This design comes from an exercise in tuning for a short achievable clock period and few clock cycles per item on the open sky130 flow, not from production work.
The RTL was checked by simulation tests, not by an equivalence proof against the original design.
The clock input has no modelled driver; a real chip could not lean on it and would need a root buffer or a full tree.
Power and IR drop assume default switching activity.

## old
==> flow/design.v <==
module sha256_msg_padder #(
  parameter int MAX_NIB = 128,
  parameter int CNT_W   = 8
) (
  input  logic         clk,
  input  logic         rst_n,
  input  logic         in_valid,
  output logic         in_ready,
  input  logic [3:0]   in_nibble,
  input  logic         in_last,
  output logic         blk_valid,
  input  logic         blk_ready,
  output logic [511:0] blk_data,
  output logic         blk_last,
  output logic [63:0]  msg_bits,
  output logic         ovf,
  output logic [1:0]   dbg_state
);
  logic       rdy_q;           
  logic       nrdy;            
  logic [6:0] icnt;            
  logic       ovf_q;           
  logic       s0v, s1v;        
  logic [3:0] s0n, s1n;
  logic       s0l, s1l;        
  logic [511:0] cbuf;
  logic [127:0] ptr;           
  logic [7:0]   cnt;           
  logic         cfull;         
  logic [7:0]   cn;            
  logic         ctwo;          
  logic [511:0] obuf, obuf_h;  
  logic         olast, olast_h;
  logic [7:0]   on, on_h;      
  logic         ov;            
  logic [1:0]   odbg;          
  logic         ovn;           
  logic         o2;            
  logic         nb2;           
  logic         take, last_in, rdy_nxt;
  logic         drain, copy;           
  logic         drain_nxt, copy_nxt;
  logic         s0v_nxt, cfull_nxt, ovn_nxt;
  logic         b2_nxt;
  logic [511:0] cform;
  assign in_ready  = rdy_q;
  assign ovf       = ovf_q;
  assign blk_valid = ov;
  assign blk_data  = obuf;
  assign blk_last  = olast;
  assign dbg_state = odbg;
  assign msg_bits  = {54'd0, on, 2'b00};
  assign take    = in_valid & !nrdy;
  assign ptr     = 128'd1 << cnt[6:0];
  assign last_in = in_last | (icnt == 7'd127);
  assign s0v_nxt   = s1v | take | (s0v & !drain);
  assign cfull_nxt = (cfull & !copy) | (drain & s0l);
  assign ovn_nxt   = !copy & (ovn | (blk_ready & !o2));
  assign copy_nxt  = cfull_nxt & ovn_nxt;
  assign drain_nxt = s0v_nxt & (!cfull_nxt | copy_nxt);
  assign cform = {cbuf[511:64], cbuf[63:0] | (ctwo ? 64'd0 : {54'd0, cn, 2'b00})};
  always_ff @(posedge clk or negedge rst_n) begin
    if (!rst_n) begin
      icnt  <= '0;
      ovf_q <= 1'b0;
      s0v   <= 1'b0;
      s1v   <= 1'b0;
      drain <= 1'b0;
      copy  <= 1'b0;
    end else begin
      ovf_q <= take & !in_last & (icnt == 7'd127);
      if (take) icnt <= in_last ? 7'd0 : icnt + 7'd1;
      s0v   <= s0v_nxt;
      s1v   <= s1v ? !drain : (take & s0v & !drain);
      drain <= drain_nxt;
      copy  <= copy_nxt;
    end
  end
  assign rdy_nxt = s1v ? drain : !(take & s0v & !drain);
  always_ff @(posedge clk) begin
    rdy_q <= rdy_nxt;
    nrdy  <= !rdy_nxt;
  end
  always_ff @(posedge clk) begin
    if (s1v) begin
      if (drain) begin
        s0n <= s1n;
        s0l <= s1l;
      end
    end else if (take) begin
      if (!s0v || drain) begin
        s0n <= in_nibble;
        s0l <= last_in;
      end else begin
        s1n <= in_nibble;
        s1l <= last_in;
      end
    end
  end
  always_ff @(posedge clk or negedge rst_n) begin
    if (!rst_n) begin
      cbuf  <= '0;
      cnt   <= '0;
      cfull <= 1'b0;
      cn    <= '0;
      ctwo  <= 1'b0;
    end else begin
      for (int p = 0; p < 128; p++) begin
        if (drain && ptr[p])
          cbuf[511 - 4 * p -: 4] <= s0n;
        else if (p > 0 && drain && ptr[(p + 127) % 128])
          cbuf[511 - 4 * p -: 4] <= 4'h8;
        else if (copy)
          cbuf[511 - 4 * p -: 4] <= 4'h0;
      end
      cfull <= cfull_nxt;
      if (drain) begin
        if (s0l) begin
          cnt  <= '0;
          cn   <= cnt + 8'd1;
          ctwo <= (cnt >= 8'd111);
        end else begin
          cnt  <= cnt + 8'd1;
        end
      end
    end
  end
  always_ff @(posedge clk or negedge rst_n) begin
    if (!rst_n) begin
      ovn  <= 1'b1;
      o2   <= 1'b0;
      nb2  <= 1'b1;
      ov   <= 1'b0;
      odbg <= 2'd0;
    end else begin
      ovn     <= ovn_nxt;
      o2      <= copy ? ctwo : (o2 & !blk_ready);
      nb2     <= !b2_nxt;
      ov      <= !ovn_nxt;
      odbg[0] <= copy | (!ovn & nb2 & !blk_ready);
      odbg[1] <= b2_nxt;
    end
  end
  assign b2_nxt = !copy & ((!ovn & o2 & blk_ready) | (!nb2 & !blk_ready));
  always_ff @(posedge clk) begin
    if (copy) begin
      obuf_h  <= cform;
      olast_h <= !ctwo;
    end
  end
  always_ff @(posedge clk or negedge rst_n) begin
    if (!rst_n)    on_h <= '0;
    else if (copy) on_h <= cn;
  end
  always_ff @(posedge clk) begin
    obuf  <= copy ? cform : (b2_nxt ? {on_h[7], 447'd0, 54'd0, on_h, 2'b00} : obuf_h);
    olast <= copy ? !ctwo : (b2_nxt | olast_h);
    on    <= copy ? cn : on_h;
  end
endmodule
export LEC_CHECK = 0
export ABC_CLOCK_PERIOD_IN_PS = 2000
export CAP_MARGIN = 20
export CORE_MARGIN = 2
export CORE_UTILIZATION = 60
export CTS_CLUSTER_DIAMETER = 100
export CTS_CLUSTER_SIZE = 20
export SETUP_SLACK_MARGIN = 4.3
export SLEW_MARGIN = 20
export TNS_END_PERCENT = 100
create_clock -name core_clock -period 6.5 [get_ports {clk}]
standard.sh (not shown) runs the stock make flow with config.mk's settings and CLKGATE_MAP_FILE= SYNTH_SCRIPT=/design/flow/synth_recipe.tcl, a recipe that flattens the netlist after the stock synthesis.
==> flow/flow/run.sh <==
#!/bin/bash
# The standard layout (standard.sh: the standard flow's synthesis and ORFS) in three parts:
#   1. synthesis, floorplan and placement, as standard;
#   2. the CTS step from flow/cts_custom.tcl: cts.tcl with a two-level clock
#      tree (four root buffers fed by the clock port, leaf buffers near the
#      flip-flops) in place of TritonCTS's three-level H-tree;
#   3. routing and finish, as standard.
# Throughout, make's command line also sets:
#   MATCH_CELL_FOOTPRINT=0  timing repair may swap a cell for any cell of the
#                           same function, not only one of the same footprint;
#   BUFFER_PORTS_ARGS       the port buffers are buf_4 cells instead of the
#                           smallest-area buffer (a slow delay cell).
# Every port keeps its buffer. Each tool's output goes to a log of its own.
set -euo pipefail
cd "$(dirname "$0")/.."
K=(MATCH_CELL_FOOTPRINT=0 "BUFFER_PORTS_ARGS=-buffer_cell sky130_fd_sc_hd__buf_4")
bash standard.sh "${K[@]}" place > flow_place.log 2>&1
bash standard.sh "${K[@]}" run RUN_SCRIPT="$PWD/flow/cts_custom.tcl" RUN_LOG_NAME_STEM=4_1_cts > flow_cts.log 2>&1
bash standard.sh "${K[@]}" finish > flow_finish.log 2>&1
Other scripts of this flow, unchanged in this note and not shown: flow/flow/cts_custom.tcl
Testbench counts of old, summed over its fixed seeds: cycles 23,640, nibbles 23,614.
For new, these inputs were changed with respect to old:
--- a/flow/design.v
+++ b/flow/design.v
@@ -35,15 +35,16 @@
   logic         ov;            
   logic [1:0]   odbg;          
   logic         ovn;           
   logic         o2;            
   logic         nb2;           
+  logic         k1q;           
   logic         take, last_in, rdy_nxt;
   logic         drain, copy;           
   logic         drain_nxt, copy_nxt;
   logic         s0v_nxt, cfull_nxt, ovn_nxt;
-  logic         b2_nxt;
+  logic         b2_nxt, o2_nxt, keep;
   logic [511:0] cform;
   assign in_ready  = rdy_q;
   assign ovf       = ovf_q;
   assign blk_valid = ov;
   assign blk_data  = obuf;
@@ -128,22 +129,26 @@
   always_ff @(posedge clk or negedge rst_n) begin
     if (!rst_n) begin
       ovn  <= 1'b1;
       o2   <= 1'b0;
       nb2  <= 1'b1;
+      k1q  <= 1'b1;
       ov   <= 1'b0;
       odbg <= 2'd0;
     end else begin
       ovn     <= ovn_nxt;
-      o2      <= copy ? ctwo : (o2 & !blk_ready);
+      o2      <= o2_nxt;
+      k1q     <= ovn_nxt | !o2_nxt;
       nb2     <= !b2_nxt;
       ov      <= !ovn_nxt;
       odbg[0] <= copy | (!ovn & nb2 & !blk_ready);
       odbg[1] <= b2_nxt;
     end
   end
+  assign o2_nxt = copy ? ctwo : (o2 & !blk_ready);
   assign b2_nxt = !copy & ((!ovn & o2 & blk_ready) | (!nb2 & !blk_ready));
+  assign keep   = blk_ready ? k1q : nb2;
   always_ff @(posedge clk) begin
     if (copy) begin
       obuf_h  <= cform;
       olast_h <= !ctwo;
     end
@@ -151,10 +156,10 @@
   always_ff @(posedge clk or negedge rst_n) begin
     if (!rst_n)    on_h <= '0;
     else if (copy) on_h <= cn;
   end
   always_ff @(posedge clk) begin
-    obuf  <= copy ? cform : (b2_nxt ? {on_h[7], 447'd0, 54'd0, on_h, 2'b00} : obuf_h);
+    obuf  <= copy ? cform : (keep ? obuf_h : {on_h[7], 447'd0, 54'd0, on_h, 2'b00});
     olast <= copy ? !ctwo : (b2_nxt | olast_h);
     on    <= copy ? cn : on_h;
   end
 endmodule
==> comparison <==
Across new and old, none had a timing, DRC or antenna violation.
new gives more largest net degree at the start of global routing than old did.
In the reports for new and old, the smaller final worst-path setup slack belongs to new.
Relative to old, part of the total power dissipated in combinational logic decreased by 3.7 points in new.
Post-synthesis cell area: old vs new — no meaningful difference
Status: non-filler instance count after layout parity (old, new)
Sequential cell count: new vs old, no meaningful difference
Taking old as the reference point, the depth of the worst register-to-register path of new falls by 1.
In the metrics for new and old, the one carrying the lower number of antenna violations at the first check in global routing is new.
Relative to old, HPWL after detailed placement increased by about 3.5% in new.
ovf as the destination of the critical timing path was reported by new, and blk_data[159] by old.
In terms of net count of the finished layout, old and new differ only marginally.
Higher register-to-register setup slack among new and old: new
old → new: area growth from synthesis to layout has increased; power of the sequential group lower.
Testbench counts of new, summed over its fixed seeds: cycles 23,640, nibbles 23,614.
No run of this note takes its clock network from TritonCTS; it comes from the design's own scripts or RTL.

-- re-timing with driven ports --
The flow's constraints put no driver on any port. The routed layouts listed below were extracted and timed again, unchanged, in two steps. Step 1 assumes that a clkbuf_16 drives the clock port and a buf_2 every other input. Step 2 also shifts input and output timing later by t, the mid clock arrival at the registers, as if the neighbouring blocks saw the same clock. Slacks: no drivers / after step 1 / after step 2; pairs: no drivers / after step 1.
run	t, ns	slack for setup (ns)	hold WS [ns]
old	0.647	4.175 / 4.013 / 3.768	0.482 / 0.482 / 0.482
new	0.646	4.154 / 3.997 / 3.771	0.479 / 0.479 / 0.479
After both steps setup and hold are still met in every run listed. For old, which loses most, drivers alone change the setup slack by -0.162 ns; drivers and shift together by -0.407 ns.
